Context: an optimization exercise on an open-source flow, tuned for small area and a short achievable clock period. The choices shown serve that exercise and are no tape-out recipe.
Function was checked by simulation only, so behaviour that the tests miss may differ from the original.
No activity file was given, so power comes from the tool's default toggle rates.

`run.sh`:
```
#!/bin/bash
# synth_recipe.tcl (not shown) runs the flow's synth.tcl, then flattens the netlist and writes it again
# the make line also repeats each setting of config.mk as NAME=value (left out here)
make -C /OpenROAD-flow-scripts/flow DESIGN_CONFIG=/design/flow/config.mk WORK_HOME=/design/flow/orfs CLKGATE_MAP_FILE= SYNTH_SCRIPT=/design/flow/synth_recipe.tcl finish
```
`design.v`:
```
package mips_pkg;
	localparam int word_width = 32;
	localparam int reg_addr_width = 5;
	typedef logic [word_width-1:0] word_t;
	typedef logic [reg_addr_width-1:0] reg_addr_t;
	localparam logic [5:0] op_rtype = 6'b000000;
	localparam logic [5:0] op_lw    = 6'b100011;
	localparam logic [5:0] op_sw    = 6'b101011;
	localparam logic [5:0] op_beq   = 6'b000100;
	localparam logic [5:0] fn_add = 6'b100000;
	localparam logic [5:0] fn_sub = 6'b100010;
	localparam logic [5:0] fn_and = 6'b100100;
	localparam logic [5:0] fn_or  = 6'b100101;
	localparam logic [5:0] fn_slt = 6'b101010;
	typedef struct packed {
		logic alu_src;    
		logic alu_sub;    
		logic alu_and;
		logic alu_or;
		logic alu_slt;
		logic mem_read;
		logic mem_write;
		logic branch;
	} ctrl_t;
endpackage
`timescale 1ns/1ps
module register_file (
	input  logic                clk,
	input  logic                reset_n,
	input  logic [31:1]         rs_sel,
	input  logic [31:1]         rt_sel,
	output mips_pkg::word_t     rs_data,
	output mips_pkg::word_t     rt_data,
	input  mips_pkg::reg_addr_t wb_addr,    
	input  mips_pkg::word_t     wb_data
);
	logic [31:1][31:0] regs;
	mips_pkg::word_t wdata;
	assign wdata = reset_n ? wb_data : '0;
	always_ff @(posedge clk) begin
		for (int i = 1; i < 32; i++) begin
			if (!reset_n || (wb_addr == i[4:0])) begin
				regs[i] <= wdata;
			end
		end
	end
	always_comb begin
		rs_data = '0;
		rt_data = '0;
		for (int i = 1; i < 32; i++) begin
			rs_data = rs_data | ({32{rs_sel[i]}} & regs[i]);
			rt_data = rt_data | ({32{rt_sel[i]}} & regs[i]);
		end
	end
endmodule
`timescale 1ns/1ps
module decode_stage (
	input  logic                clk,
	input  logic                reset_n,
	input  mips_pkg::word_t     instr,
	input  mips_pkg::word_t     pc_plus4,
	output mips_pkg::ctrl_t     id_ctrl,
	output logic [31:1]         id_rs_sel,
	output logic [31:1]         id_rt_sel,
	output logic [1:0]          id_rs_byp,
	output logic [1:0]          id_rt_byp,
	output mips_pkg::reg_addr_t id_wb_addr,
	output logic [15:0]         id_imm,
	output mips_pkg::word_t     id_pc
);
	logic [5:0] opcode;
	logic [5:0] funct;
	logic fn_ok;
	logic is_r, is_lw, is_sw, is_beq;
	mips_pkg::ctrl_t ctrl;
	mips_pkg::reg_addr_t wb_addr;
	mips_pkg::reg_addr_t rs;
	mips_pkg::reg_addr_t rt;
	logic byp_rs, byp_rt;
	logic [31:1] rs_sel, rt_sel;
	assign opcode = instr[31:26];
	assign funct = instr[5:0];
	assign rs = instr[25:21];
	assign rt = instr[20:16];
	assign fn_ok = (funct == mips_pkg::fn_add) || (funct == mips_pkg::fn_sub) ||
		(funct == mips_pkg::fn_and) || (funct == mips_pkg::fn_or) ||
		(funct == mips_pkg::fn_slt);
	assign is_r = (opcode == mips_pkg::op_rtype) && fn_ok;
	assign is_lw = (opcode == mips_pkg::op_lw);
	assign is_sw = (opcode == mips_pkg::op_sw);
	assign is_beq = (opcode == mips_pkg::op_beq);
	always_comb begin
		ctrl = '0;
		ctrl.alu_src = is_lw | is_sw;
		ctrl.alu_sub = is_beq | (is_r & ((funct == mips_pkg::fn_sub) || (funct == mips_pkg::fn_slt)));
		ctrl.alu_and = is_r & (funct == mips_pkg::fn_and);
		ctrl.alu_or = is_r & (funct == mips_pkg::fn_or);
		ctrl.alu_slt = is_r & (funct == mips_pkg::fn_slt);
		ctrl.mem_read = is_lw;
		ctrl.mem_write = is_sw;
		ctrl.branch = is_beq;
	end
	assign wb_addr = is_r ? instr[15:11] : (is_lw ? rt : 5'd0);
	assign byp_rs = (id_wb_addr != 5'd0) && (id_wb_addr == rs);
	assign byp_rt = (id_wb_addr != 5'd0) && (id_wb_addr == rt);
	always_comb begin
		for (int i = 1; i < 32; i++) begin
			rs_sel[i] = !byp_rs && (rs == i[4:0]);
			rt_sel[i] = !byp_rt && (rt == i[4:0]);
		end
	end
	always_ff @(posedge clk) begin
		if (!reset_n) begin
			id_ctrl <= '0;
			id_rs_sel <= '0;
			id_rt_sel <= '0;
			id_rs_byp <= '0;
			id_rt_byp <= '0;
			id_wb_addr <= '0;
			id_imm <= '0;
			id_pc <= '0;
		end else begin
			id_ctrl <= ctrl;
			id_rs_sel <= rs_sel;
			id_rt_sel <= rt_sel;
			id_rs_byp <= {byp_rs & id_ctrl.mem_read, byp_rs & !id_ctrl.mem_read};
			id_rt_byp <= {byp_rt & id_ctrl.mem_read, byp_rt & !id_ctrl.mem_read};
			id_wb_addr <= wb_addr;
			id_imm <= instr[15:0];
			id_pc <= pc_plus4;
		end
	end
endmodule
`timescale 1ns/1ps
module id_ex (
	input  logic                clk,
	input  logic                reset_n,
	input  mips_pkg::word_t     result_d,
	input  mips_pkg::word_t     rt_val_d,
	input  mips_pkg::word_t     target_d,
	input  logic                mem_read_d,
	input  logic                mem_write_d,
	input  logic                taken_d,
	input  mips_pkg::reg_addr_t wb_addr_d,
	output mips_pkg::word_t     result_q,
	output mips_pkg::word_t     rt_val_q,
	output mips_pkg::word_t     target_q,
	output logic                mem_read_q,
	output logic                mem_write_q,
	output logic                taken_q,
	output mips_pkg::reg_addr_t wb_addr_q
);
	always_ff @(posedge clk) begin
		result_q <= result_d;
		taken_q <= taken_d;
	end
	always_ff @(posedge clk) begin
		if (!reset_n) begin
			rt_val_q <= '0;
			target_q <= '0;
			mem_read_q <= 1'b0;
			mem_write_q <= 1'b0;
			wb_addr_q <= '0;
		end else begin
			rt_val_q <= rt_val_d;
			target_q <= target_d;
			mem_read_q <= mem_read_d;
			mem_write_q <= mem_write_d;
			wb_addr_q <= wb_addr_d;
		end
	end
endmodule
`timescale 1ns/1ps
module alu_bit_in (
	input  logic rf_a,
	input  logic rf_rt,
	input  logic ex_res,
	input  logic ld,
	input  logic a_byp_ex,
	input  logic a_byp_ld,
	input  logic rt_byp_ex,
	input  logic rt_byp_ld,
	input  logic imm,
	input  logic alu_src,
	input  logic sub,
	output logic a,
	output logic rt,
	output logic g,
	output logic p,
	output logic t
);
	logic bx;
	assign a = rf_a | (a_byp_ex & ex_res) | (a_byp_ld & ld);
	assign rt = rf_rt | (rt_byp_ex & ex_res) | (rt_byp_ld & ld);
	assign bx = (alu_src ? imm : rt) ^ sub;
	assign g = a & bx;
	assign p = a ^ bx;
	assign t = a | bx;
endmodule
module ks_aoi (
	input  logic gi,
	input  logic pi,
	input  logic gj,
	input  logic pj,
	output logic gn,
	output logic pn
);
	assign gn = ~(gi | (pi & gj));
	assign pn = ~(pi & pj);
endmodule
module ks_oai (
	input  logic gin,
	input  logic pin,
	input  logic gjn,
	input  logic pjn,
	output logic g,
	output logic p
);
	assign g = ~(gin & (pin | gjn));
	assign p = ~(pin | pjn);
endmodule
module ks_inv2 (
	input  logic g,
	input  logic p,
	output logic gn,
	output logic pn
);
	assign gn = ~g;
	assign pn = ~p;
endmodule
module alu_bit_out (
	input  logic p,
	input  logic cn,
	input  logic g,
	input  logic t,
	input  logic sel_sum,
	input  logic sel_and,
	input  logic sel_or,
	output logic result
);
	assign result = (sel_sum & ~(p ^ cn)) | (sel_and & g) | (sel_or & t);
endmodule
module execute_stage (
	input  logic            reset_n,
	input  mips_pkg::ctrl_t ctrl,
	input  mips_pkg::word_t rf_a,
	input  mips_pkg::word_t rf_rt,
	input  mips_pkg::word_t ex_result,
	input  mips_pkg::word_t load_data,
	input  logic [1:0]      rs_byp,     
	input  logic [1:0]      rt_byp,
	input  logic [15:0]     imm,
	input  mips_pkg::word_t pc,
	output mips_pkg::word_t result,
	output mips_pkg::word_t rt_val,
	output logic            branch_taken,
	output mips_pkg::word_t branch_target
);
	mips_pkg::word_t ext;
	mips_pkg::word_t a;
	mips_pkg::word_t g;
	mips_pkg::word_t p;
	mips_pkg::word_t t;
	mips_pkg::word_t cn;
	logic sel_sum, sel_and, sel_or, sel_slt;
	logic slt;
	mips_pkg::word_t res;
	assign ext = {{16{imm[15]}}, imm};
	for (genvar i = 0; i < 32; i++) begin : g_in
		alu_bit_in u_in (
			.rf_a      (rf_a[i]),
			.rf_rt     (rf_rt[i]),
			.ex_res    (ex_result[i]),
			.ld        (load_data[i]),
			.a_byp_ex  (rs_byp[0]),
			.a_byp_ld  (rs_byp[1]),
			.rt_byp_ex (rt_byp[0]),
			.rt_byp_ld (rt_byp[1]),
			.imm       (ext[i]),
			.alu_src   (ctrl.alu_src),
			.sub       (ctrl.alu_sub),
			.a         (a[i]),
			.rt        (rt_val[i]),
			.g         (g[i]),
			.p         (p[i]),
			.t         (t[i])
		);
	end
	logic [31:0] lg [0:5];
	logic [31:0] lp [0:5];
	assign lg[0] = {g[30:0], ctrl.alu_sub};
	assign lp[0] = {p[30:0], 1'b0};
	for (genvar l = 0; l < 5; l++) begin : g_lvl
		for (genvar k = 0; k < 32; k++) begin : g_pos
			if (k >= (1 << l)) begin : g_comb
				if ((l % 2) == 0) begin : g_aoi
					ks_aoi u_c (
						.gi (lg[l][k]),
						.pi (lp[l][k]),
						.gj (lg[l][k - (1 << l)]),
						.pj (lp[l][k - (1 << l)]),
						.gn (lg[l + 1][k]),
						.pn (lp[l + 1][k])
					);
				end else begin : g_oai
					ks_oai u_c (
						.gin (lg[l][k]),
						.pin (lp[l][k]),
						.gjn (lg[l][k - (1 << l)]),
						.pjn (lp[l][k - (1 << l)]),
						.g   (lg[l + 1][k]),
						.p   (lp[l + 1][k])
					);
				end
			end else begin : g_pass
				ks_inv2 u_c (
					.g  (lg[l][k]),
					.p  (lp[l][k]),
					.gn (lg[l + 1][k]),
					.pn (lp[l + 1][k])
				);
			end
		end
	end
	assign cn = lg[5];
	assign sel_sum = reset_n & ~ctrl.alu_and & ~ctrl.alu_or & ~ctrl.alu_slt;
	assign sel_and = reset_n & ctrl.alu_and;
	assign sel_or = reset_n & ctrl.alu_or;
	assign sel_slt = reset_n & ctrl.alu_slt;
	for (genvar i = 0; i < 32; i++) begin : g_out
		alu_bit_out u_out (
			.p       (p[i]),
			.cn      (cn[i]),
			.g       (g[i]),
			.t       (t[i]),
			.sel_sum (sel_sum),
			.sel_and (sel_and),
			.sel_or  (sel_or),
			.result  (res[i])
		);
	end
	assign slt = (a[31] ^ rt_val[31]) ? a[31] : ~(p[31] ^ cn[31]);
	assign result = {res[31:1], res[0] | (sel_slt & slt)};
	assign branch_taken = reset_n & ctrl.branch & (a == rt_val);
	assign branch_target = pc + {ext[29:0], 2'b00};
endmodule
`timescale 1ns/1ps
module datapath_top (
	input  logic            clk,
	input  logic            reset_n,
	input  mips_pkg::word_t instr,
	input  mips_pkg::word_t pc_plus4,
	input  mips_pkg::word_t load_data,
	output mips_pkg::word_t alu_result,
	output mips_pkg::word_t mem_addr,
	output mips_pkg::word_t mem_wdata,
	output logic            mem_read,
	output logic            mem_write,
	output logic            branch_taken,
	output mips_pkg::word_t branch_target
);
	mips_pkg::ctrl_t id_ctrl;
	logic [31:1] id_rs_sel;
	logic [31:1] id_rt_sel;
	logic [1:0] id_rs_byp;
	logic [1:0] id_rt_byp;
	mips_pkg::reg_addr_t id_wb_addr;
	logic [15:0] id_imm;
	mips_pkg::word_t id_pc;
	mips_pkg::word_t wb_data;
	mips_pkg::word_t rf_rs;
	mips_pkg::word_t rf_rt;
	mips_pkg::word_t op_rt;
	mips_pkg::word_t result_d;
	mips_pkg::word_t target_d;
	logic taken_d;
	mips_pkg::word_t ex_result;
	mips_pkg::reg_addr_t ex_wb_addr;
	decode_stage u_decode_stage (
		.clk        (clk),
		.reset_n    (reset_n),
		.instr      (instr),
		.pc_plus4   (pc_plus4),
		.id_ctrl    (id_ctrl),
		.id_rs_sel  (id_rs_sel),
		.id_rt_sel  (id_rt_sel),
		.id_rs_byp  (id_rs_byp),
		.id_rt_byp  (id_rt_byp),
		.id_wb_addr (id_wb_addr),
		.id_imm     (id_imm),
		.id_pc      (id_pc)
	);
	register_file u_register_file (
		.clk     (clk),
		.reset_n (reset_n),
		.rs_sel    (id_rs_sel),
		.rt_sel    (id_rt_sel),
		.rs_data   (rf_rs),
		.rt_data   (rf_rt),
		.wb_addr (ex_wb_addr),
		.wb_data (wb_data)
	);
	assign wb_data = mem_read ? load_data : ex_result;
	execute_stage u_execute_stage (
		.reset_n       (reset_n),
		.ctrl          (id_ctrl),
		.rf_a          (rf_rs),
		.rf_rt         (rf_rt),
		.ex_result     (ex_result),
		.load_data     (load_data),
		.rs_byp        (id_rs_byp),
		.rt_byp        (id_rt_byp),
		.rt_val        (op_rt),
		.imm           (id_imm),
		.pc            (id_pc),
		.result        (result_d),
		.branch_taken  (taken_d),
		.branch_target (target_d)
	);
	id_ex u_id_ex (
		.clk         (clk),
		.reset_n     (reset_n),
		.result_d    (result_d),
		.rt_val_d    (op_rt),
		.target_d    (target_d),
		.mem_read_d  (id_ctrl.mem_read),
		.mem_write_d (id_ctrl.mem_write),
		.taken_d     (taken_d),
		.wb_addr_d   (id_wb_addr),
		.result_q    (ex_result),
		.rt_val_q    (mem_wdata),
		.target_q    (branch_target),
		.mem_read_q  (mem_read),
		.mem_write_q (mem_write),
		.taken_q     (branch_taken),
		.wb_addr_q   (ex_wb_addr)
	);
	assign alu_result = ex_result;
	assign mem_addr = ex_result;
endmodule
```
`constraint.sdc`:
```
create_clock -name core_clock -period 7.5 [get_ports {clk}]
set_input_delay 1.5000 -clock core_clock [delete_from_list [all_inputs] [get_ports {clk}]]
set_output_delay 1.5000 -clock core_clock [all_outputs]
set_load 0.01 [all_outputs]
```
`config.mk`:
```
export PLATFORM = sky130hd
export DESIGN_NAME = datapath_top
export DESIGN_NICKNAME = datapath_top
export VERILOG_FILES = /design/flow/design.v
export SDC_FILE = /design/flow/constraint.sdc
export NUM_CORES = 4
export LEC_CHECK = 0
export CAP_MARGIN = 20
export CORE_MARGIN = 2
export CORE_UTILIZATION = 40
export SETUP_SLACK_MARGIN = 4.5
export SLEW_MARGIN = 20
export SYNTH_HIERARCHICAL = 1
```
==> results of run 1 <==
power by group:
group          internal, W  switching (W)  leakage (nW)
clock network      0.00357        0.00272          2.02
logic             0.000731        0.00125          9.78
registers          0.00802       0.000351          12.1
per-layer routing:
| layer | vias up | track usage (%) | part of all wire (%) |
|---|---|---|---|
| met5 | - | 0 | 0.025 |
| met4 | 8 | 10.1 | 3.5 |
| met3 | 492 | 7.68 | 13 |
| met2 | 2992 | 44.8 | 45 |
| met1 | 20800 | 39.0 | 39 |
| li1 | 17300 | - | - |
area by class of cell:
type | count | area [um2]
Timing Repair Buffer | 434 | 3930
Tap cell | 1876 | 2350
Antenna cell | 19 | 47.5
Fill cell | 12100 | 72600
Sequential cell | 1223 | 34500
Clock buffer | 162 | 3370
Multi-Input combinational cell | 2476 | 20900
Inverter | 140 | 526
Clock inverter | 65 | 754
metrics by stage:
step	cells	cell area [um2]
after floorplan	4132	56000
after global placement	6060	60300
after detailed placement	6060	60300
after CTS	6354	65900
after global routing	6386	66400
final	6395	66400
worst max path at each step:
stage | startpoint | to | slack [ns] | cells past startpoint
floorplan | load_data[10] | u_id_ex.result_q[0] | 3.59 | 12
global route | u_decode_stage.id_rt_sel[2] | u_id_ex.result_q[0] | 3.07 | 17
detailed placement | load_data[10] | u_id_ex.result_q[0] | 2.58 | 13
finish | u_decode_stage.id_rt_sel[1] | u_id_ex.result_q[0] | 3.11 | 16
CTS | u_decode_stage.id_rt_sel[2] | u_id_ex.result_q[0] | 3.28 | 17
global placement | load_data[10] | u_id_ex.taken_q | 2.63 | 7
flip-flops by register name (all words and copies together), names as in the netlist, 8 cells and up:
register,cells
u_register_file.regs,992
u_decode_stage.id_pc,32
u_id_ex.result_q,32
u_id_ex.rt_val_q,32
u_id_ex.target_q,32
u_decode_stage.id_rs_sel,31
u_decode_stage.id_rt_sel,31
u_decode_stage.id_imm,16
u_decode_stage.id_ctrl,8
worst reg2reg max path: cells and delay by family, from the launching register on:
| family | cells | cell delay [ns] |
|---|---|---|
| buffers and inverters | 1 | 0.21 |
| xor gates and xnor gates | 2 | 0.19 |
| adders and majority gates | 2 | 0.68 |
| DFF | 1 | 0.38 |
| muxes | 1 | 0.19 |
| and+or+nand+nor | 2 | 0.99 |
| AOI/OAI and AO/OA | 8 | 1.68 |
repair_timing:
| action | 4_1_cts | 5_1_grt |
|---|---|---|
| pin swaps | 117 | 61 |
| resized for setup | 420 | 69 |
| cloned | 0 | 1 |
| setup endpoints to repair | 704 | 237 |
| setup buffers | 67 | 21 |
==> reports/metrics.csv, run 1 <==
metric,value,unit
outcome,no timing/DRC/antenna violations,
max_stage_delay,0.66,ns
hold_ws,0.447,ns
powerDensity,251,nW/um2
synth.avg_cell_area,13.5,um2
clockRootBuffer,clkbuf_16,
postRouteAntennaNets,0,
peakVddDrop,0.203,mV
cp_top_family,compound AO/OA/AOI/OAI gates,
layout_common_cells,"edfxtp_1, a22oi_1, dfxtp_1, buf_4, nand4_1",
rsz0062_at_grt,true,
power,0.0166,W
maxCapViolCount,0,
hp-class,reg -> reg,
die_w,377,um
postSynthCellCount,4132,
cp.arrival,5.04,ns
numCtsBuffers,120,
floorplan.initialDensity,40.1,%
clock.fmax,228,MHz
track_usage,28.9,%
clkSinkCount,1223,
portBuffers,228,
cts.path.max_buffers,3,
period_share,58.5,%
whs_endpoint,u_id_ex.mem_write_q,
drive_above_1_share,23.0,%
r2r_end,u_id_ex.result_q[0],
cp.required,8.14,ns
grt_pass1_vias,39500,
io_pins,229,
hold_viol_final,0,
drc,0,
gr-total-overflow,0,
final_common_cell,edfxtp_1,
drv_slew,0,
pre_cts_ws,2.58,ns
fp-row-count,137,
cts_tree,built,
start_kind,register,
worstSetupEndpointType,register,
crit_buf_inv,1,
syn2layout_area_growth,19.1,%
grt_max_degree,106,
wl,212,mm
nets,4587,
rrSetupSlack,3.11,ns
clk_pin_slew_worst_paths,0.07,ns
rr_startpoint,u_decode_stage.id_rt_sel[1],
die_area,142000,um2
gp_congestion,0.937,
final_util,47.8,%
hpwl,134,mm
critical_path_class,reg -> reg,
slew_headroom,31.7,%
grt_first_pass_wirelength,295,mm
vias,41500,
worstRegToRegCells,16,
syn_area,55800,um2
finalSetupTns,0,ns
finalClockSkew,0.0779,ns
antenna_found_initial,25,
cts_hold_buf,0,
finalSetupViolations,0,
worstSkewPairLatency,0.79,ns
viasPerCell,6.50,
crit_slowest_cell,or4_4,
coreArea,139000,um2
ys_warn_count,14,
h-tree-depth,3,
crit_fanout,28,
hold_path_depth,1,
first_pass_iters,9,
p_leak,23.9,nW
crit_chain,buf_8 -> a22oi_2 -> nand4_1 -> or4_4 -> a221o_1 -> mux2i_4 -> xnor2_1 -> ha_1 -> a21oi_2 -> o21ai_2 -> a21oi_2 -> o21ai_2 -> a21oi_4 -> xnor2_2 -> maj3_2 -> a31o_2,
finalWorstSetupSlack,3.11,ns
die_y,377,um
wl_per_cell,33.2,um
dr.first_iter.drc_count,6978,
min_from,u_decode_stage.id_ctrl[1],
fin_crit,4.39,ns
worst_slew_pin_slew,1.02,ns
==> inputs of run 2 (changes only) <==
--- a/design.v
+++ b/design.v
@@ -24,13 +24,20 @@
 	} ctrl_t;
 endpackage
 `timescale 1ns/1ps
+module rf_read8 (
+	input  logic [7:0] d,
+	input  logic [7:0] s,
+	output logic       y
+);
+	assign y = |(d & s);
+endmodule
 module register_file (
 	input  logic                clk,
 	input  logic                reset_n,
 	input  logic [31:1]         rs_sel,
 	input  logic [31:1]         rt_sel,
-	output mips_pkg::word_t     rs_data,
-	output mips_pkg::word_t     rt_data,
+	output logic [31:0][3:0]    rs_part,
+	output logic [31:0][3:0]    rt_part,
 	input  mips_pkg::reg_addr_t wb_addr,    
 	input  mips_pkg::word_t     wb_data
 );
@@ -44,12 +51,26 @@
 			end
 		end
 	end
-	always_comb begin
-		rs_data = '0;
-		rt_data = '0;
-		for (int i = 1; i < 32; i++) begin
-			rs_data = rs_data | ({32{rs_sel[i]}} & regs[i]);
-			rt_data = rt_data | ({32{rt_sel[i]}} & regs[i]);
+	logic [32:1] rs_sel_x, rt_sel_x;
+	assign rs_sel_x = {1'b0, rs_sel};
+	assign rt_sel_x = {1'b0, rt_sel};
+	for (genvar b = 0; b < 32; b++) begin : g_bit
+		logic [32:1] col;
+		for (genvar i = 1; i < 32; i++) begin : g_col
+			assign col[i] = regs[i][b];
+		end
+		assign col[32] = 1'b0;
+		for (genvar q = 0; q < 4; q++) begin : g_part
+			rf_read8 u_rs (
+				.d (col[8 * q + 8 : 8 * q + 1]),
+				.s (rs_sel_x[8 * q + 8 : 8 * q + 1]),
+				.y (rs_part[b][q])
+			);
+			rf_read8 u_rt (
+				.d (col[8 * q + 8 : 8 * q + 1]),
+				.s (rt_sel_x[8 * q + 8 : 8 * q + 1]),
+				.y (rt_part[b][q])
+			);
 		end
 	end
 endmodule
@@ -171,31 +192,77 @@
 	end
 endmodule
 `timescale 1ns/1ps
+module gate_nor2 (
+	input  logic a,
+	input  logic b,
+	output logic y
+);
+	assign y = ~(a | b);
+endmodule
+module gate_nand2 (
+	input  logic a,
+	input  logic b,
+	output logic y
+);
+	assign y = ~(a & b);
+endmodule
+module gate_nand3 (
+	input  logic a,
+	input  logic b,
+	input  logic c,
+	output logic y
+);
+	assign y = ~(a & b & c);
+endmodule
+module gate_xnor2 (
+	input  logic a,
+	input  logic b,
+	output logic y
+);
+	assign y = ~(a ^ b);
+endmodule
+module gate_aoi22 (
+	input  logic a1,
+	input  logic a2,
+	input  logic b1,
+	input  logic b2,
+	output logic y
+);
+	assign y = ~((a1 & a2) | (b1 & b2));
+endmodule
 module alu_bit_in (
-	input  logic rf_a,
-	input  logic rf_rt,
-	input  logic ex_res,
-	input  logic ld,
-	input  logic a_byp_ex,
-	input  logic a_byp_ld,
-	input  logic rt_byp_ex,
-	input  logic rt_byp_ld,
-	input  logic imm,
-	input  logic alu_src,
-	input  logic sub,
-	output logic a,
-	output logic rt,
-	output logic g,
-	output logic p,
-	output logic t
+	input  logic [3:0] rs_part,
+	input  logic [3:0] rt_part,
+	input  logic       ex_res,
+	input  logic       ld,
+	input  logic       a_byp_ex,
+	input  logic       a_byp_ld,
+	input  logic       rt_byp_ex,
+	input  logic       rt_byp_ld,
+	input  logic       imm,
+	input  logic       alu_src,
+	input  logic       sub,
+	output logic       ax,
+	output logic       rt,
+	output logic       gn,
+	output logic       pn,
+	output logic       ps
 );
-	logic bx;
-	assign a = rf_a | (a_byp_ex & ex_res) | (a_byp_ld & ld);
-	assign rt = rf_rt | (rt_byp_ex & ex_res) | (rt_byp_ld & ld);
-	assign bx = (alu_src ? imm : rt) ^ sub;
-	assign g = a & bx;
-	assign p = a ^ bx;
-	assign t = a | bx;
+	logic a, bb;
+	logic a01, a23, ab, r01, r23, rb;
+	gate_nor2 u_a01 (.a (rs_part[0]), .b (rs_part[1]), .y (a01));
+	gate_nor2 u_a23 (.a (rs_part[2]), .b (rs_part[3]), .y (a23));
+	gate_aoi22 u_ab (.a1 (a_byp_ex), .a2 (ex_res), .b1 (a_byp_ld), .b2 (ld), .y (ab));
+	gate_nand3 u_a (.a (a01), .b (a23), .c (ab), .y (a));
+	gate_nor2 u_r01 (.a (rt_part[0]), .b (rt_part[1]), .y (r01));
+	gate_nor2 u_r23 (.a (rt_part[2]), .b (rt_part[3]), .y (r23));
+	gate_aoi22 u_rb (.a1 (rt_byp_ex), .a2 (ex_res), .b1 (rt_byp_ld), .b2 (ld), .y (rb));
+	gate_nand3 u_r (.a (r01), .b (r23), .c (rb), .y (rt));
+	assign ax = a ^ sub;
+	assign bb = alu_src ? imm : rt;
+	gate_nand2 u_g (.a (ax), .b (bb), .y (gn));
+	gate_xnor2 u_p (.a (ax), .b (bb), .y (pn));
+	assign ps = ~pn ^ sub;
 endmodule
 module ks_aoi (
 	input  logic gi,
@@ -229,47 +296,61 @@
 	assign pn = ~p;
 endmodule
 module alu_bit_out (
-	input  logic p,
-	input  logic cn,
-	input  logic g,
-	input  logic t,
+	input  logic ps,
+	input  logic c,
+	input  logic gn,
+	input  logic pn,
+	input  logic sel_sum,
+	input  logic sel_and,
+	input  logic sel_or,
+	output logic result
+);
+	assign result = (sel_sum & (ps ^ c)) | (sel_and & ~gn) | (sel_or & ~(gn & pn));
+endmodule
+module alu_bit0_out (
+	input  logic ps,
+	input  logic gn,
+	input  logic pn,
+	input  logic pn31,
+	input  logic c31,
+	input  logic ax31,
 	input  logic sel_sum,
 	input  logic sel_and,
 	input  logic sel_or,
+	input  logic sel_slt,
 	output logic result
 );
-	assign result = (sel_sum & ~(p ^ cn)) | (sel_and & g) | (sel_or & t);
+	assign result = (sel_sum & ps) | (sel_and & ~gn) | (sel_or & ~(gn & pn)) |
+		(sel_slt & (pn31 ? ~ax31 : c31));
 endmodule
 module execute_stage (
-	input  logic            reset_n,
-	input  mips_pkg::ctrl_t ctrl,
-	input  mips_pkg::word_t rf_a,
-	input  mips_pkg::word_t rf_rt,
-	input  mips_pkg::word_t ex_result,
-	input  mips_pkg::word_t load_data,
-	input  logic [1:0]      rs_byp,     
-	input  logic [1:0]      rt_byp,
-	input  logic [15:0]     imm,
-	input  mips_pkg::word_t pc,
-	output mips_pkg::word_t result,
-	output mips_pkg::word_t rt_val,
-	output logic            branch_taken,
-	output mips_pkg::word_t branch_target
+	input  logic                 reset_n,
+	input  mips_pkg::ctrl_t      ctrl,
+	input  logic [31:0][3:0]     rs_part,
+	input  logic [31:0][3:0]     rt_part,
+	input  mips_pkg::word_t      ex_result,
+	input  mips_pkg::word_t      load_data,
+	input  logic [1:0]           rs_byp,     
+	input  logic [1:0]           rt_byp,
+	input  logic [15:0]          imm,
+	input  mips_pkg::word_t      pc,
+	output mips_pkg::word_t      result,
+	output mips_pkg::word_t      rt_val,
+	output logic                 branch_taken,
+	output mips_pkg::word_t      branch_target
 );
 	mips_pkg::word_t ext;
-	mips_pkg::word_t a;
-	mips_pkg::word_t g;
-	mips_pkg::word_t p;
-	mips_pkg::word_t t;
-	mips_pkg::word_t cn;
+	mips_pkg::word_t ax;
+	mips_pkg::word_t gn;
+	mips_pkg::word_t pn;
+	mips_pkg::word_t ps;
+	logic [31:1] c;
 	logic sel_sum, sel_and, sel_or, sel_slt;
-	logic slt;
-	mips_pkg::word_t res;
 	assign ext = {{16{imm[15]}}, imm};
 	for (genvar i = 0; i < 32; i++) begin : g_in
 		alu_bit_in u_in (
-			.rf_a      (rf_a[i]),
-			.rf_rt     (rf_rt[i]),
+			.rs_part   (rs_part[i]),
+			.rt_part   (rt_part[i]),
 			.ex_res    (ex_result[i]),
 			.ld        (load_data[i]),
 			.a_byp_ex  (rs_byp[0]),
@@ -279,21 +360,21 @@
 			.imm       (ext[i]),
 			.alu_src   (ctrl.alu_src),
 			.sub       (ctrl.alu_sub),
-			.a         (a[i]),
+			.ax        (ax[i]),
 			.rt        (rt_val[i]),
-			.g         (g[i]),
-			.p         (p[i]),
-			.t         (t[i])
+			.gn        (gn[i]),
+			.pn        (pn[i]),
+			.ps        (ps[i])
 		);
 	end
-	logic [31:0] lg [0:5];
-	logic [31:0] lp [0:5];
-	assign lg[0] = {g[30:0], ctrl.alu_sub};
-	assign lp[0] = {p[30:0], 1'b0};
+	logic [30:0] lg [0:5];
+	logic [30:0] lp [0:5];
+	assign lg[0] = gn[30:0];
+	assign lp[0] = pn[30:0];
 	for (genvar l = 0; l < 5; l++) begin : g_lvl
-		for (genvar k = 0; k < 32; k++) begin : g_pos
+		for (genvar k = 0; k < 31; k++) begin : g_pos
 			if (k >= (1 << l)) begin : g_comb
-				if ((l % 2) == 0) begin : g_aoi
+				if ((l % 2) == 1) begin : g_aoi
 					ks_aoi u_c (
 						.gi (lg[l][k]),
 						.pi (lp[l][k]),
@@ -322,26 +403,37 @@
 			end
 		end
 	end
-	assign cn = lg[5];
+	assign c = lg[5];
 	assign sel_sum = reset_n & ~ctrl.alu_and & ~ctrl.alu_or & ~ctrl.alu_slt;
 	assign sel_and = reset_n & ctrl.alu_and;
 	assign sel_or = reset_n & ctrl.alu_or;
 	assign sel_slt = reset_n & ctrl.alu_slt;
-	for (genvar i = 0; i < 32; i++) begin : g_out
+	alu_bit0_out u_out0 (
+		.ps      (ps[0]),
+		.gn      (gn[0]),
+		.pn      (pn[0]),
+		.pn31    (pn[31]),
+		.c31     (c[31]),
+		.ax31    (ax[31]),
+		.sel_sum (sel_sum),
+		.sel_and (sel_and),
+		.sel_or  (sel_or),
+		.sel_slt (sel_slt),
+		.result  (result[0])
+	);
+	for (genvar i = 1; i < 32; i++) begin : g_out
 		alu_bit_out u_out (
-			.p       (p[i]),
-			.cn      (cn[i]),
-			.g       (g[i]),
-			.t       (t[i]),
+			.ps      (ps[i]),
+			.c       (c[i]),
+			.gn      (gn[i]),
+			.pn      (pn[i]),
 			.sel_sum (sel_sum),
 			.sel_and (sel_and),
 			.sel_or  (sel_or),
-			.result  (res[i])
+			.result  (result[i])
 		);
 	end
-	assign slt = (a[31] ^ rt_val[31]) ? a[31] : ~(p[31] ^ cn[31]);
-	assign result = {res[31:1], res[0] | (sel_slt & slt)};
-	assign branch_taken = reset_n & ctrl.branch & (a == rt_val);
+	assign branch_taken = reset_n & ctrl.branch & ~(|pn);
 	assign branch_target = pc + {ext[29:0], 2'b00};
 endmodule
 `timescale 1ns/1ps
@@ -368,8 +460,8 @@
 	logic [15:0] id_imm;
 	mips_pkg::word_t id_pc;
 	mips_pkg::word_t wb_data;
-	mips_pkg::word_t rf_rs;
-	mips_pkg::word_t rf_rt;
+	logic [31:0][3:0] rs_part;
+	logic [31:0][3:0] rt_part;
 	mips_pkg::word_t op_rt;
 	mips_pkg::word_t result_d;
 	mips_pkg::word_t target_d;
@@ -395,8 +487,8 @@
 		.reset_n (reset_n),
 		.rs_sel    (id_rs_sel),
 		.rt_sel    (id_rt_sel),
-		.rs_data   (rf_rs),
-		.rt_data   (rf_rt),
+		.rs_part   (rs_part),
+		.rt_part   (rt_part),
 		.wb_addr (ex_wb_addr),
 		.wb_data (wb_data)
 	);
@@ -404,8 +496,8 @@
 	execute_stage u_execute_stage (
 		.reset_n       (reset_n),
 		.ctrl          (id_ctrl),
-		.rf_a          (rf_rs),
-		.rf_rt         (rf_rt),
+		.rs_part       (rs_part),
+		.rt_part       (rt_part),
 		.ex_result     (ex_result),
 		.load_data     (load_data),
 		.rs_byp        (id_rs_byp),
==> flow/run.sh (new file) <==
#!/bin/bash
# The standard flow, with plain buffers (not delay cells) on the ports and
# the resizer free to swap cell footprints. synthesis runs unchanged first.
set -euo pipefail
bash standard.sh synth > flow_synth.log 2>&1
bash standard.sh MATCH_CELL_FOOTPRINT=0 "BUFFER_PORTS_ARGS=-buffer_cell sky130_fd_sc_hd__buf_2" finish > flow_layout.log 2>&1
==> standard.sh (new file) <==
#!/bin/bash
# synth_recipe.tcl (not shown) runs the flow's synth.tcl, then flattens the netlist and writes it again
# the make line also repeats each setting of config.mk as NAME=value (left out here)
make -C /OpenROAD-flow-scripts/flow DESIGN_CONFIG=/design/flow/config.mk WORK_HOME=/design/flow/orfs CLKGATE_MAP_FILE= SYNTH_SCRIPT=/design/flow/synth_recipe.tcl "${@:-finish}"
removed: run.sh
==> reports/metrics.csv, run 2 <==
metric,value,unit,change
clkSinkCount,1223,,unchanged
finalWorstSetupSlack,4.09,ns,was 3.11 ns
fp-row-count,134,,was 137
worstRegToRegCells,12,,was 16
viasPerCell,6.50,,about the same
postRouteAntennaNets,0,,unchanged
numCtsBuffers,130,,was 120
slew_headroom,34.8,%,was 31.7%
worstSetupEndpointType,register,,unchanged
crit_buf_inv,1,,unchanged
cts_tree,built,,unchanged
r2r_end,u_id_ex.taken_q,,was u_id_ex.result_q[0]
final_common_cell,edfxtp_1,,unchanged
top_register,u_register_file.regs,,unchanged
synth.avg_cell_area,13.5,um2,about the same
syn2layout_area_growth,23.2,%,was 19.1%
gp_congestion,0.961,,was 0.937
powerDensity,270,nW/um2,was 251 nW/um2
layout_common_cells,"edfxtp_1, a22oi_1, nand4_1, buf_2, dfxtp_1",,"was edfxtp_1, a22oi_1, dfxtp_1, buf_4, nand4_1"
crit_fanout,32,,was 28
ys_warn_count,14,,unchanged
crit_top_cell,nand4_1,,
rsz0062_at_grt,true,,unchanged
hpwl,118,mm,was 134 mm
dr.first_iter.drc_count,6240,,"was 6,978"
cp.required,8.16,ns,was 8.14 ns
io_pins,229,,unchanged
fin_crit,3.41,ns,was 4.39 ns
grt_pass1_vias,40500,,"was 39,500"
coreArea,134000,um2,"was 139,000 um2"
start_kind,register,,unchanged
gr-total-overflow,0,,unchanged
largest_reg_flops,992,,unchanged
peakVddDrop,0.167,mV,was 0.203 mV
final_cells,6490,,"was 6,395"
place_inst,6180,,"was 6,060"
cts_hold_buf,0,,unchanged
nets,4745,,"was 4,587"
grt_first_pass_wirelength,290,mm,was 295 mm
worst_slew_pin_slew,0.963,ns,was 1.02 ns
rrSetupSlack,4.09,ns,was 3.11 ns
rr_startpoint,u_decode_stage.id_rt_sel[13],,was u_decode_stage.id_rt_sel[1]
wl_per_cell,32.5,um,was 33.2 um
drv_slew,0,,unchanged
h-tree-depth,4,,was 3
finalSetupTns,0,ns,unchanged
clockRootBuffer,clkbuf_16,,unchanged
track_usage,29.7,%,was 28.9%
postSynthCellCount,4016,,"was 4,132"
hold_viol_final,0,,unchanged
pre_cts_ws,2.93,ns,was 2.58 ns
outcome,no timing/DRC/antenna violations,,unchanged
antenna_found_initial,14,,was 25
floorplan.initialDensity,40.4,%,was 40.1%
die_area,138000,um2,"was 142,000 um2"
first_pass_iters,8,,was 9
clk_pin_slew_worst_paths,0.06,ns,was 0.07 ns
cts.path.max_buffers,3,,unchanged
maxCapViolCount,0,,unchanged
crit_chain,buf_8 -> a22oi_1 -> nand4_1 -> nor2_4 -> nand3_2 -> mux2_4 -> xnor2_4 -> nor4_4 -> nand4_1 -> nor2_2 -> nand4_1 -> nor4_4,,was buf_8 -> a22oi_2 -> nand4_1 -> or4_4 -> a221o_1 -> mux2i_4 -> xnor2_1 -> ha_1 -> a21oi_2 -> o21ai_2 -> a21oi_2 -> o21ai_2 -> a21oi_4 -> xnor2_2 -> maj3_2 -> a31o_2
cp.arrival,4.07,ns,was 5.04 ns
p_leak,23.1,nW,was 23.9 nW
vias,42200,,"was 41,500"
portBuffers,228,,unchanged
period_share,45.5,%,was 58.5%
min_from,u_decode_stage.id_pc[1],,was u_decode_stage.id_ctrl[1]
worstSkewPairLatency,0.79,ns,about the same
hp-class,reg -> reg,,unchanged
die_w,372,um,was 377 um
die_y,372,um,was 377 um
hold_path_depth,1,,unchanged
syn_area,54100,um2,"was 55,800 um2"
wl,211,mm,was 212 mm
whs_endpoint,u_id_ex.target_q[1],,was u_id_ex.mem_write_q
drive_above_1_share,29.1,%,was 23.0%
cp.depth,12,,was 16
critical_path_class,reg -> reg,,unchanged
nFillCells,11500,,"was 12,100"
crit_slowest_cell,nor4_4,,was or4_4
grt_max_degree,107,,was 106
clock.fmax,293,MHz,was 228 MHz
drc,0,,unchanged
finalSetupViolations,0,,unchanged
max_stage_delay,0.42,ns,was 0.66 ns
finalClockSkew,0.0415,ns,was 0.0779 ns
cp_top_family,simple AND/OR/NAND/NOR gates,,was compound AO/OA/AOI/OAI gates
==> run 2: worst max path at each step <==
stage	from	end	slack, ns
6_report	u_decode_stage.id_rt_sel[13]	u_id_ex.taken_q	4.09
5_1_grt	u_decode_stage.id_rt_sel[28]	u_id_ex.taken_q	4.09
4_1_cts	u_decode_stage.id_rt_sel[6]	u_id_ex.taken_q	4.25
3_5_place_dp	load_data[31]	u_id_ex.taken_q	2.93
3_3_place_gp	load_data[31]	u_id_ex.taken_q	2.88
2_1_floorplan	load_data[4]	u_id_ex.result_q[0]	4.11
==> run 2: timing repair <==
item                       in CTS  in global routing
gates cloned                    8                  3
gates resized for setup       421                204
pin swaps                      85                140
setup buffers                  34                 27
setup endpoints to repair     228                224
==> run 2: metal layers <==
layer / vias to the layer above / track usage, % / part of all wire [%]
met4: 8 / 16.1 / 5.5
met1: 21100 / 37.8 / 37
li1: 17600 / - / -
met3: 628 / 6.15 / 11
met2: 2814 / 47.5 / 47
met5: - / 0 / 0.030
==> run 2: through the flow <==
stage          cell area [um2]  power, W  hold slack [ns]  utilization (%)
2_1_floorplan            55200    0.0104            0.426                -
3_3_place_gp             59200    0.0113            0.430             44.2
3_5_place_dp             59200    0.0114            0.433             44.3
4_1_cts                  65400    0.0178            0.443             48.9
5_1_grt                  66600    0.0185            0.456             49.8
6_report                 66600    0.0180            0.444             49.8
==> run 2: layout make-up <==
cell class / count / area (um2) / share of cell area (%)
flip-flops and latches: 1223 / 34500 / 51.8
multi-input cells: 2769 / 22200 / 33.3
clock buffers: 174 / 3630 / 5.44
repair buffers: 419 / 3300 / 4.95
well taps: 1768 / 2210 / 3.32
clock inverters: 57 / 465 / 0.699
inverters: 74 / 288 / 0.432
diodes: 6 / 15.0 / 0.0225
==> run 2: report_power, final <==
part | internal [W] | switching, W | total, W
clock network | 0.00354 | 0.00271 | 0.00625
registers | 0.00841 | 0.000547 | 0.00896
logic | 0.00101 | 0.00178 | 0.00279
total | 0.0130 | 0.00505 | 0.0180
==> inputs of run 3 (changes only) <==
==> flow/run.sh (replaced) <==
#!/bin/bash
# The standard flow, with plain buffers (not delay cells) on the ports, the
# resizer free to swap cell footprints, and a clock tree of smaller buffers
# without dummy loads. synthesis runs unchanged first.
set -euo pipefail
bash standard.sh synth > flow_synth.log 2>&1
bash standard.sh MATCH_CELL_FOOTPRINT=0 \
  "BUFFER_PORTS_ARGS=-buffer_cell sky130_fd_sc_hd__buf_2" \
  "CTS_ARGS=-sink_clustering_enable -repair_clock_nets -dont_use_dummy_load -buf_list sky130_fd_sc_hd__clkbuf_8" \
  finish > flow_layout.log 2>&1
==> reports/metrics.csv, run 3 <==
metric,value,unit,change
finalWorstSetupSlack,4.16,ns,was 4.09 ns
power,0.0166,W,was 0.0180 W
start_kind,register,,unchanged
wl,211,mm,about the same
p_int,0.0118,W,was 0.0130 W
rrSetupSlack,4.16,ns,was 4.09 ns
largest_reg_flops,992,,unchanged
outcome,no timing/DRC/antenna violations,,unchanged
place_area,59200,um2,unchanged
grt_pass1_vias,41100,,"was 40,500"
period_share,44.5,%,was 45.5%
numCtsBuffers,194,,was 130
die_w,372,um,unchanged
final_common_cell,edfxtp_1,,unchanged
h-tree-depth,4,,unchanged
r2r_end,u_id_ex.result_q[0],,was u_id_ex.taken_q
pwr-share-comb,17.7,%,was 15.5%
worstSetupEndpointType,register,,unchanged
peakVddDrop,0.125,mV,was 0.167 mV
p_sw,0.00474,W,was 0.00505 W
grt_first_pass_wirelength,291,mm,was 290 mm
clkSinkCount,1223,,unchanged
track_usage,29.7,%,about the same
synth.avg_cell_area,13.5,um2,unchanged
whs_endpoint,u_id_ex.target_q[1],,unchanged
gp_congestion,0.961,,unchanged
critical_path_class,reg -> reg,,unchanged
drc,0,,unchanged
worstRegToRegCells,15,,was 12
fin_crit,3.34,ns,was 3.41 ns
hold_path_depth,1,,unchanged
first_pass_iters,6,,was 8
maxCapViolCount,0,,unchanged
wl_per_cell,32.7,um,was 32.5 um
cp.arrival,4.13,ns,was 4.07 ns
min_from,u_decode_stage.id_pc[1],,unchanged
io_pins,229,,unchanged
portBuffers,228,,unchanged
hp-class,reg -> reg,,unchanged
syn_area,54100,um2,unchanged
syn2layout_area_growth,21.4,%,was 23.2%
worstSkewPairLatency,0.93,ns,was 0.79 ns
top_register,u_register_file.regs,,unchanged
rsz0062_at_grt,true,,unchanged
sw_frac_of_total,28.7,%,was 28.0%
drv_slew,0,,unchanged
crit_buf_inv,1,,unchanged
cts.path.max_buffers,3,,unchanged
gr-total-overflow,0,,unchanged
floorplan.initialDensity,40.4,%,unchanged
crit_top_cell,o21ai_2,,was nand4_1
hpwl,118,mm,unchanged
finalClockSkew,0.0856,ns,was 0.0415 ns
cp.depth,15,,was 12
postSynthCellCount,4016,,unchanged
p_leak,22.6,nW,was 23.1 nW
ys_warn_count,14,,unchanged
rr_startpoint,u_decode_stage.id_rt_sel[9],,was u_decode_stage.id_rt_sel[13]
slew_headroom,32.2,%,was 34.8%
dr.first_iter.drc_count,6067,,"was 6,240"
vias,42300,,"was 42,200"
pre_cts_ws,2.93,ns,unchanged
fp-row-count,134,,unchanged
pwr-share-clk,28.0,%,was 34.7%
finalSetupViolations,0,,unchanged
postRouteAntennaNets,0,,unchanged
die_area,138000,um2,unchanged
crit_slowest_cell,dfxtp_4,,was nor4_4
viasPerCell,6.54,,was 6.50
crit_chain,buf_12 -> a22oi_2 -> nand4_1 -> nor2_4 -> nand3_2 -> mux2_4 -> xnor2_4 -> o21ai_2 -> a21oi_2 -> o21ai_2 -> a21oi_2 -> o21ai_2 -> nor2_1 -> a21oi_1 -> a221o_1,,was buf_8 -> a22oi_1 -> nand4_1 -> nor2_4 -> nand3_2 -> mux2_4 -> xnor2_4 -> nor4_4 -> nand4_1 -> nor2_2 -> nand4_1 -> nor4_4
powerDensity,252,nW/um2,was 270 nW/um2
seqPwrFrac,54.2,%,was 49.8%
cts_tree,built,,unchanged
finalSetupTns,0,ns,unchanged
coreArea,134000,um2,unchanged
die_y,372,um,unchanged
crit_fanout,8,,was 32
finalInstanceArea,65600,um2,"was 66,600 um2"
clk_pin_slew_worst_paths,0.06,ns,about the same
drive_above_1_share,29.9,%,was 29.1%
cp.required,8.29,ns,was 8.16 ns
antenna_found_initial,15,,was 14
nets,4822,,"was 4,745"
hold_viol_final,0,,unchanged
max_stage_delay,0.41,ns,was 0.42 ns
layout_common_cells,"edfxtp_1, a22oi_1, nand4_1, clkbuf_8, buf_2",,"was edfxtp_1, a22oi_1, nand4_1, buf_2, dfxtp_1"
cp_top_family,compound AO/OA/AOI/OAI gates,,was simple AND/OR/NAND/NOR gates
grt_max_degree,107,,unchanged
clock.fmax,299,MHz,was 293 MHz
worst_slew_pin_slew,1.00,ns,was 0.963 ns
clockRootBuffer,clkbuf_8,,was clkbuf_16
-- run 3: worst max-delay path by stage --
stage	slack, ns	to	start
CTS	4.31	u_id_ex.taken_q	u_decode_stage.id_rt_sel[3]
floorplan	4.11	u_id_ex.result_q[0]	load_data[4]
global route	4.11	u_id_ex.result_q[20]	u_decode_stage.id_rs_sel[3]
global placement	2.88	u_id_ex.taken_q	load_data[31]
detailed placement	2.93	u_id_ex.taken_q	load_data[31]
finish	4.16	u_id_ex.result_q[0]	u_decode_stage.id_rt_sel[9]
-- run 3: power by group through the flow --
stage / Clock, W / Sequential (W) / Combinational [W]
after global routing: 0.00499 / 0.00904 / 0.00308
after detailed placement: 0 / 0.00905 / 0.00234
after CTS: 0.00471 / 0.00894 / 0.00268
final: 0.00464 / 0.00898 / 0.00294
after floorplan: 0 / 0.00894 / 0.00148
after global placement: 0 / 0.00902 / 0.00232
-- run 3: routing by layer --
| layer | vias up | GRT usage (%) | share of wire, % |
|---|---|---|---|
| met5 | - | 0 | 0.031 |
| met4 | 10 | 16.4 | 5.8 |
| met1 | 21100 | 36.9 | 37 |
| li1 | 17600 | - | - |
| met3 | 709 | 7.49 | 11 |
| met2 | 2842 | 47.4 | 46 |
-- run 3: cell type report --
| cell class | instances | area, um2 |
|---|---|---|
| Antenna cell | 5 | 12.5 |
| Clock buffer | 194 | 2670 |
| Fill cell | 11600 | 68200 |
| Inverter | 74 | 280 |
| Multi-Input combinational cell | 2769 | 22200 |
| Sequential cell | 1223 | 34600 |
| Tap cell | 1768 | 2210 |
| Timing Repair Buffer | 432 | 3640 |
-- run 3: repair_timing --
item | in CTS | in global routing
pin swaps | 74 | 88
gates cloned | 5 | 5
endpoints found under the setup margin | 229 | 60
resized for setup | 518 | 193
setup buffers | 53 | 23
hold buffers | 0 | 0
-- run 3: through the flow --
step                      hold WS, ns  utilization, %  std cells
final                           0.444            49.0       6465
after floorplan                 0.426               -       4143
after global placement          0.430            44.2       6179
after detailed placement        0.433            44.3       6180
after CTS                       0.448            48.1       6432
after global routing            0.460            49.0       6464
==> inputs of run 4 (changes only) <==
--- a/design.v
+++ b/design.v
@@ -31,6 +31,13 @@
 );
 	assign y = |(d & s);
 endmodule
+module rf_read7 (
+	input  logic [6:0] d,
+	input  logic [6:0] s,
+	output logic       y
+);
+	assign y = |(d & s);
+endmodule
 module register_file (
 	input  logic                clk,
 	input  logic                reset_n,
@@ -51,27 +58,33 @@
 			end
 		end
 	end
-	logic [32:1] rs_sel_x, rt_sel_x;
-	assign rs_sel_x = {1'b0, rs_sel};
-	assign rt_sel_x = {1'b0, rt_sel};
 	for (genvar b = 0; b < 32; b++) begin : g_bit
-		logic [32:1] col;
+		logic [31:1] col;
 		for (genvar i = 1; i < 32; i++) begin : g_col
 			assign col[i] = regs[i][b];
 		end
-		assign col[32] = 1'b0;
-		for (genvar q = 0; q < 4; q++) begin : g_part
+		for (genvar q = 0; q < 3; q++) begin : g_part
 			rf_read8 u_rs (
 				.d (col[8 * q + 8 : 8 * q + 1]),
-				.s (rs_sel_x[8 * q + 8 : 8 * q + 1]),
+				.s (rs_sel[8 * q + 8 : 8 * q + 1]),
 				.y (rs_part[b][q])
 			);
 			rf_read8 u_rt (
 				.d (col[8 * q + 8 : 8 * q + 1]),
-				.s (rt_sel_x[8 * q + 8 : 8 * q + 1]),
+				.s (rt_sel[8 * q + 8 : 8 * q + 1]),
 				.y (rt_part[b][q])
 			);
 		end
+		rf_read7 u_rs7 (
+			.d (col[31:25]),
+			.s (rs_sel[31:25]),
+			.y (rs_part[b][3])
+		);
+		rf_read7 u_rt7 (
+			.d (col[31:25]),
+			.s (rt_sel[31:25]),
+			.y (rt_part[b][3])
+		);
 	end
 endmodule
 `timescale 1ns/1ps
@@ -80,10 +93,16 @@
 	input  logic                reset_n,
 	input  mips_pkg::word_t     instr,
 	input  mips_pkg::word_t     pc_plus4,
+	output logic [31:1]         rs_sel,
+	output logic [31:1]         rt_sel,
+	input  logic [31:0][3:0]    rs_part,
+	input  logic [31:0][3:0]    rt_part,
+	input  mips_pkg::reg_addr_t ex_wb_addr,
+	input  mips_pkg::word_t     wb_data,
 	output mips_pkg::ctrl_t     id_ctrl,
-	output logic [31:1]         id_rs_sel,
-	output logic [31:1]         id_rt_sel,
-	output logic [1:0]          id_rs_byp,
+	output mips_pkg::word_t     id_rs_val,
+	output mips_pkg::word_t     id_rt_val,
+	output logic [1:0]          id_rs_byp,    
 	output logic [1:0]          id_rt_byp,
 	output mips_pkg::reg_addr_t id_wb_addr,
 	output logic [15:0]         id_imm,
@@ -97,8 +116,8 @@
 	mips_pkg::reg_addr_t wb_addr;
 	mips_pkg::reg_addr_t rs;
 	mips_pkg::reg_addr_t rt;
-	logic byp_rs, byp_rt;
-	logic [31:1] rs_sel, rt_sel;
+	logic byp1_rs, byp1_rt, byp2_rs, byp2_rt;
+	mips_pkg::word_t rs_val, rt_val;
 	assign opcode = instr[31:26];
 	assign funct = instr[5:0];
 	assign rs = instr[25:21];
@@ -122,19 +141,25 @@
 		ctrl.branch = is_beq;
 	end
 	assign wb_addr = is_r ? instr[15:11] : (is_lw ? rt : 5'd0);
-	assign byp_rs = (id_wb_addr != 5'd0) && (id_wb_addr == rs);
-	assign byp_rt = (id_wb_addr != 5'd0) && (id_wb_addr == rt);
+	assign byp1_rs = (id_wb_addr != 5'd0) && (id_wb_addr == rs);
+	assign byp1_rt = (id_wb_addr != 5'd0) && (id_wb_addr == rt);
+	assign byp2_rs = !byp1_rs && (ex_wb_addr != 5'd0) && (ex_wb_addr == rs);
+	assign byp2_rt = !byp1_rt && (ex_wb_addr != 5'd0) && (ex_wb_addr == rt);
 	always_comb begin
 		for (int i = 1; i < 32; i++) begin
-			rs_sel[i] = !byp_rs && (rs == i[4:0]);
-			rt_sel[i] = !byp_rt && (rt == i[4:0]);
+			rs_sel[i] = !byp1_rs && !byp2_rs && (rs == i[4:0]);
+			rt_sel[i] = !byp1_rt && !byp2_rt && (rt == i[4:0]);
+		end
+		for (int b = 0; b < 32; b++) begin
+			rs_val[b] = (|rs_part[b]) | (byp2_rs & wb_data[b]);
+			rt_val[b] = (|rt_part[b]) | (byp2_rt & wb_data[b]);
 		end
 	end
 	always_ff @(posedge clk) begin
 		if (!reset_n) begin
 			id_ctrl <= '0;
-			id_rs_sel <= '0;
-			id_rt_sel <= '0;
+			id_rs_val <= '0;
+			id_rt_val <= '0;
 			id_rs_byp <= '0;
 			id_rt_byp <= '0;
 			id_wb_addr <= '0;
@@ -142,10 +167,10 @@
 			id_pc <= '0;
 		end else begin
 			id_ctrl <= ctrl;
-			id_rs_sel <= rs_sel;
-			id_rt_sel <= rt_sel;
-			id_rs_byp <= {byp_rs & id_ctrl.mem_read, byp_rs & !id_ctrl.mem_read};
-			id_rt_byp <= {byp_rt & id_ctrl.mem_read, byp_rt & !id_ctrl.mem_read};
+			id_rs_val <= rs_val;
+			id_rt_val <= rt_val;
+			id_rs_byp <= {byp1_rs & id_ctrl.mem_read, byp1_rs & !id_ctrl.mem_read};
+			id_rt_byp <= {byp1_rt & id_ctrl.mem_read, byp1_rt & !id_ctrl.mem_read};
 			id_wb_addr <= wb_addr;
 			id_imm <= instr[15:0];
 			id_pc <= pc_plus4;
@@ -192,13 +217,6 @@
 	end
 endmodule
 `timescale 1ns/1ps
-module gate_nor2 (
-	input  logic a,
-	input  logic b,
-	output logic y
-);
-	assign y = ~(a | b);
-endmodule
 module gate_nand2 (
 	input  logic a,
 	input  logic b,
@@ -206,14 +224,6 @@
 );
 	assign y = ~(a & b);
 endmodule
-module gate_nand3 (
-	input  logic a,
-	input  logic b,
-	input  logic c,
-	output logic y
-);
-	assign y = ~(a & b & c);
-endmodule
 module gate_xnor2 (
 	input  logic a,
 	input  logic b,
@@ -221,24 +231,18 @@
 );
 	assign y = ~(a ^ b);
 endmodule
-module gate_aoi22 (
-	input  logic a1,
-	input  logic a2,
-	input  logic b1,
-	input  logic b2,
-	output logic y
-);
-	assign y = ~((a1 & a2) | (b1 & b2));
-endmodule
 module alu_bit_in (
-	input  logic [3:0] rs_part,
-	input  logic [3:0] rt_part,
+	input  logic       rs_val,
+	input  logic       rt_val,
 	input  logic       ex_res,
 	input  logic       ld,
 	input  logic       a_byp_ex,
 	input  logic       a_byp_ld,
+	input  logic       a_byp_no,     
 	input  logic       rt_byp_ex,
 	input  logic       rt_byp_ld,
+	input  logic       b_byp_ex,     
+	input  logic       b_byp_ld,
 	input  logic       imm,
 	input  logic       alu_src,
 	input  logic       sub,
@@ -248,18 +252,10 @@
 	output logic       pn,
 	output logic       ps
 );
-	logic a, bb;
-	logic a01, a23, ab, r01, r23, rb;
-	gate_nor2 u_a01 (.a (rs_part[0]), .b (rs_part[1]), .y (a01));
-	gate_nor2 u_a23 (.a (rs_part[2]), .b (rs_part[3]), .y (a23));
-	gate_aoi22 u_ab (.a1 (a_byp_ex), .a2 (ex_res), .b1 (a_byp_ld), .b2 (ld), .y (ab));
-	gate_nand3 u_a (.a (a01), .b (a23), .c (ab), .y (a));
-	gate_nor2 u_r01 (.a (rt_part[0]), .b (rt_part[1]), .y (r01));
-	gate_nor2 u_r23 (.a (rt_part[2]), .b (rt_part[3]), .y (r23));
-	gate_aoi22 u_rb (.a1 (rt_byp_ex), .a2 (ex_res), .b1 (rt_byp_ld), .b2 (ld), .y (rb));
-	gate_nand3 u_r (.a (r01), .b (r23), .c (rb), .y (rt));
-	assign ax = a ^ sub;
-	assign bb = alu_src ? imm : rt;
+	logic bb;
+	assign ax = (a_byp_no & (rs_val ^ sub)) | (a_byp_ex & (ex_res ^ sub)) | (a_byp_ld & (ld ^ sub));
+	assign rt = rt_val | (rt_byp_ex & ex_res) | (rt_byp_ld & ld);
+	assign bb = (alu_src ? imm : rt_val) | (b_byp_ex & ex_res) | (b_byp_ld & ld);
 	gate_nand2 u_g (.a (ax), .b (bb), .y (gn));
 	gate_xnor2 u_p (.a (ax), .b (bb), .y (pn));
 	assign ps = ~pn ^ sub;
@@ -326,8 +322,8 @@
 module execute_stage (
 	input  logic                 reset_n,
 	input  mips_pkg::ctrl_t      ctrl,
-	input  logic [31:0][3:0]     rs_part,
-	input  logic [31:0][3:0]     rt_part,
+	input  mips_pkg::word_t      rs_val,
+	input  mips_pkg::word_t      rt_val_pre,
 	input  mips_pkg::word_t      ex_result,
 	input  mips_pkg::word_t      load_data,
 	input  logic [1:0]           rs_byp,     
@@ -346,17 +342,24 @@
 	mips_pkg::word_t ps;
 	logic [31:1] c;
 	logic sel_sum, sel_and, sel_or, sel_slt;
+	logic a_byp_no, b_byp_ex, b_byp_ld;
 	assign ext = {{16{imm[15]}}, imm};
+	assign a_byp_no = ~rs_byp[0] & ~rs_byp[1];
+	assign b_byp_ex = rt_byp[0] & ~ctrl.alu_src;
+	assign b_byp_ld = rt_byp[1] & ~ctrl.alu_src;
 	for (genvar i = 0; i < 32; i++) begin : g_in
 		alu_bit_in u_in (
-			.rs_part   (rs_part[i]),
-			.rt_part   (rt_part[i]),
+			.rs_val    (rs_val[i]),
+			.rt_val    (rt_val_pre[i]),
 			.ex_res    (ex_result[i]),
 			.ld        (load_data[i]),
 			.a_byp_ex  (rs_byp[0]),
 			.a_byp_ld  (rs_byp[1]),
+			.a_byp_no  (a_byp_no),
 			.rt_byp_ex (rt_byp[0]),
 			.rt_byp_ld (rt_byp[1]),
+			.b_byp_ex  (b_byp_ex),
+			.b_byp_ld  (b_byp_ld),
 			.imm       (ext[i]),
 			.alu_src   (ctrl.alu_src),
 			.sub       (ctrl.alu_sub),
@@ -433,7 +436,7 @@
 			.result  (result[i])
 		);
 	end
-	assign branch_taken = reset_n & ctrl.branch & ~(|pn);
+	assign branch_taken = reset_n & ctrl.branch & lp[5][30] & ~pn[31];
 	assign branch_target = pc + {ext[29:0], 2'b00};
 endmodule
 `timescale 1ns/1ps
@@ -452,8 +455,10 @@
 	output mips_pkg::word_t branch_target
 );
 	mips_pkg::ctrl_t id_ctrl;
-	logic [31:1] id_rs_sel;
-	logic [31:1] id_rt_sel;
+	logic [31:1] rs_sel;
+	logic [31:1] rt_sel;
+	mips_pkg::word_t id_rs_val;
+	mips_pkg::word_t id_rt_val;
 	logic [1:0] id_rs_byp;
 	logic [1:0] id_rt_byp;
 	mips_pkg::reg_addr_t id_wb_addr;
@@ -473,9 +478,15 @@
 		.reset_n    (reset_n),
 		.instr      (instr),
 		.pc_plus4   (pc_plus4),
+		.rs_sel     (rs_sel),
+		.rt_sel     (rt_sel),
+		.rs_part    (rs_part),
+		.rt_part    (rt_part),
+		.ex_wb_addr (ex_wb_addr),
+		.wb_data    (wb_data),
 		.id_ctrl    (id_ctrl),
-		.id_rs_sel  (id_rs_sel),
-		.id_rt_sel  (id_rt_sel),
+		.id_rs_val  (id_rs_val),
+		.id_rt_val  (id_rt_val),
 		.id_rs_byp  (id_rs_byp),
 		.id_rt_byp  (id_rt_byp),
 		.id_wb_addr (id_wb_addr),
@@ -485,8 +496,8 @@
 	register_file u_register_file (
 		.clk     (clk),
 		.reset_n (reset_n),
-		.rs_sel    (id_rs_sel),
-		.rt_sel    (id_rt_sel),
+		.rs_sel    (rs_sel),
+		.rt_sel    (rt_sel),
 		.rs_part   (rs_part),
 		.rt_part   (rt_part),
 		.wb_addr (ex_wb_addr),
@@ -496,8 +507,8 @@
 	execute_stage u_execute_stage (
 		.reset_n       (reset_n),
 		.ctrl          (id_ctrl),
-		.rs_part       (rs_part),
-		.rt_part       (rt_part),
+		.rs_val        (id_rs_val),
+		.rt_val_pre    (id_rt_val),
 		.ex_result     (ex_result),
 		.load_data     (load_data),
 		.rs_byp        (id_rs_byp),
==> reports/metrics.csv, run 4 <==
metric,value,unit,change
hpwl,132,mm,was 118 mm
peakVddDrop,0.130,mV,was 0.125 mV
top_register,u_register_file.regs,,unchanged
h-tree-depth,4,,unchanged
max_stage_delay,0.55,ns,was 0.41 ns
hold_viol_final,0,,unchanged
final_cells,6706,,"was 6,465"
worstSetupEndpointType,register,,unchanged
crit_top_cell,buf_12,,was o21ai_2
wl_per_cell,33.9,um,was 32.7 um
clockRootBuffer,clkbuf_8,,unchanged
clock.fmax,273,MHz,was 299 MHz
cp.required,8.27,ns,was 8.29 ns
cp-endpoint,u_decode_stage.id_rt_val[23],,was u_id_ex.result_q[0]
track_usage,30.1,%,was 29.7%
wl,227,mm,was 211 mm
powerDensity,218,nW/um2,was 252 nW/um2
maxCapViolCount,0,,unchanged
period_share,48.8,%,was 44.5%
nets,5030,,"was 4,822"
fp-row-count,136,,was 134
crit_slowest_cell,nand4_1,,was dfxtp_4
first_pass_iters,14,,was 6
fin_crit,3.66,ns,was 3.34 ns
crit_buf_inv,7,,was 1
pwr-share-clk,31.4,%,was 28.0%
r2r_end,u_decode_stage.id_rt_val[23],,was u_id_ex.result_q[0]
worstSkewPairLatency,0.96,ns,was 0.93 ns
power,0.0152,W,was 0.0166 W
seqPwrFrac,55.0,%,was 54.2%
rsz0062_at_grt,true,,unchanged
postRouteAntennaNets,0,,unchanged
hp-class,reg -> reg,,unchanged
portBuffers,228,,unchanged
syn_area,55000,um2,"was 54,100 um2"
drive_above_1_share,32.4,%,was 29.9%
outcome,no timing/DRC/antenna violations,,unchanged
cp_top_family,simple AND/OR/NAND/NOR gates,,was compound AO/OA/AOI/OAI gates
cts_tree,built,,unchanged
finalSetupViolations,0,,unchanged
p_sw,0.00414,W,was 0.00474 W
grt_first_pass_wirelength,306,mm,was 291 mm
drv_slew,0,,unchanged
rrSetupSlack,3.90,ns,was 4.16 ns
clk_pin_slew_worst_paths,0.06,ns,about the same
drc,0,,unchanged
grt_max_degree,86,,was 107
slew_headroom,24.5,%,was 32.2%
startpoint,instr[17],,was u_decode_stage.id_rt_sel[9]
critical_path_class,in -> reg,,was reg -> reg
place_area,60500,um2,"was 59,200 um2"
finalSetupTns,0,ns,unchanged
finalClockSkew,0.133,ns,was 0.0856 ns
clkSinkCount,1225,,"was 1,223"
grt_pass1_vias,42600,,"was 41,100"
viasPerCell,6.81,,was 6.54
gp_congestion,0.970,,was 0.961
io_pins,229,,unchanged
final_common_cell,edfxtp_1,,unchanged
syn2layout_area_growth,27.2,%,was 21.4%
numCtsBuffers,201,,was 194
nFillCells,11400,,"was 11,600"
sw_frac_of_total,27.1,%,was 28.7%
worst_slew_pin_slew,1.13,ns,was 1.00 ns
rr_startpoint,u_decode_stage.id_wb_addr[0],,was u_decode_stage.id_rt_sel[9]
crit_chain,buf_12 -> xnor2_4 -> nand2_2 -> o32ai_4 -> buf_4 -> buf_6 -> buf_12 -> nor3_4 -> buf_12 -> buf_6 -> buf_12 -> a22oi_2 -> nand4_1 -> nor4_2 -> o22ai_1,,was buf_12 -> a22oi_2 -> nand4_1 -> nor2_4 -> nand3_2 -> mux2_4 -> xnor2_4 -> o21ai_2 -> a21oi_2 -> o21ai_2 -> a21oi_2 -> o21ai_2 -> nor2_1 -> a21oi_1 -> a221o_1
pwr-share-comb,13.7,%,was 17.7%
die_area,141000,um2,"was 138,000 um2"
gr-total-overflow,0,,unchanged
dr.first_iter.drc_count,7819,,"was 6,067"
floorplan.initialDensity,40.2,%,was 40.4%
vias,45600,,"was 42,300"
p_int,0.0111,W,was 0.0118 W
cts.path.max_buffers,3,,unchanged
crit_fanout,6,,was 8
coreArea,137000,um2,"was 134,000 um2"
die_w,375,um,was 372 um
place_inst,6235,,"was 6,180"
largest_reg_flops,992,,unchanged
ys_warn_count,14,,unchanged
p_leak,24.3,nW,was 22.6 nW
antenna_found_initial,9,,was 15
cp.depth,15,,unchanged
cp.arrival,4.43,ns,was 4.13 ns
layout_common_cells,"edfxtp_1, a22oi_1, buf_4, clkbuf_8, nand4_1",,"was edfxtp_1, a22oi_1, nand4_1, clkbuf_8, buf_2"
finalInstanceArea,70000,um2,"was 65,600 um2"
die_y,375,um,was 372 um
worstRegToRegCells,14,,was 15
synth.avg_cell_area,13.2,um2,was 13.5 um2
start_kind,input pin,,was register
postSynthCellCount,4170,,"was 4,016"
[run 4: changes by cell type in the layout (fill, tap and decap cells not counted), sizes merged, moves of 35 or more]
cell	previous run	this run
o22ai	0	66
nor4	18	81
buf	423	587
nand4	270	199
conb	128	0
a222oi	0	64
nor2	266	112
a22oi	1088	961
nand2	105	169
a21oi	87	146
clkbuf	203	238
[run 4: power groups by stage]
stage	Clock [W]	Combinational, W	Sequential, W
final	0.00478	0.00208	0.00838
after global routing	0.00508	0.00215	0.00842
after detailed placement	0	0.00162	0.00849
after global placement	0	0.00160	0.00847
after CTS	0.00482	0.00186	0.00835
after floorplan	0	0.000966	0.00838
[run 4: area by class of cell]
cell class	count	area [um2]	share of cell area [%]
antenna	12	30.0	0.0429
clock buffer	201	2770	3.95
inverter	108	478	0.683
multi-input combinational	2742	23500	33.6
sequential	1225	34600	49.5
tap	1794	2240	3.21
timing repair buffer	624	6330	9.05
[run 4: worst min path at each step]
stage	start	end	slack, ns	cells after the start
finish	u_decode_stage.id_pc[0]	u_id_ex.target_q[0]	0.44	1
global route	u_decode_stage.id_pc[0]	u_id_ex.target_q[0]	0.46	1
CTS	u_decode_stage.id_pc[0]	u_id_ex.target_q[0]	0.45	1
detailed placement	u_decode_stage.id_pc[0]	u_id_ex.target_q[0]	0.44	1
global placement	u_decode_stage.id_pc[0]	u_id_ex.target_q[0]	0.43	1
floorplan	u_decode_stage.id_ctrl[1]	u_id_ex.mem_write_q	0.43	1
[run 4: repair_timing]
item                       4_1_cts  5_1_grt
buffers inserted               133       79
gates cloned                    27       19
setup endpoints to repair      164      114
pin swaps                      171      195
gates resized for setup        536      253
hold buffers                     0        0
[run 4: layer usage]
metal  vias up  GRT usage, %  wire length [um]
li1      18700             -                 -
met1     22700          38.9             83600
met2      3531          45.5            100000
met3       680          11.3             31800
met4        10          11.7             11400
met5         -         0.892               223
[run 4: worst register-to-register path, cell delays in order (launching register included)]
cell and delay [ns]:
dfxtp_1 0.67, xnor2_4 0.19, nand2_2 0.10, o32ai_4 0.29
buf_4 0.16, buf_6 0.13, buf_12 0.13, nor3_4 0.07
buf_12 0.20, buf_6 0.11, buf_12 0.12, a22oi_2 0.16
nand4_1 0.55, nor4_2 0.50, o22ai_1 0.14
[run 4: metrics by stage]
stage / worst slack (ns) / hold slack [ns] / utilization, %
floorplan: 3.79 / 0.426 / -
global placement: 2.09 / 0.430 / 44.2
finish: 3.84 / 0.440 / 51.1
CTS: 4.19 / 0.446 / 49.3
global route: 3.97 / 0.458 / 51.1
detailed placement: 2.01 / 0.438 / 44.2

Check on run 4: ideal ports give 3.842 ns setup slack; a clkbuf_16 on the clock port and buf_2 on the inputs give 3.827 ns; moving port delays by the midpoint clock arrival (0.971 ns) as well gives 2.856 ns.
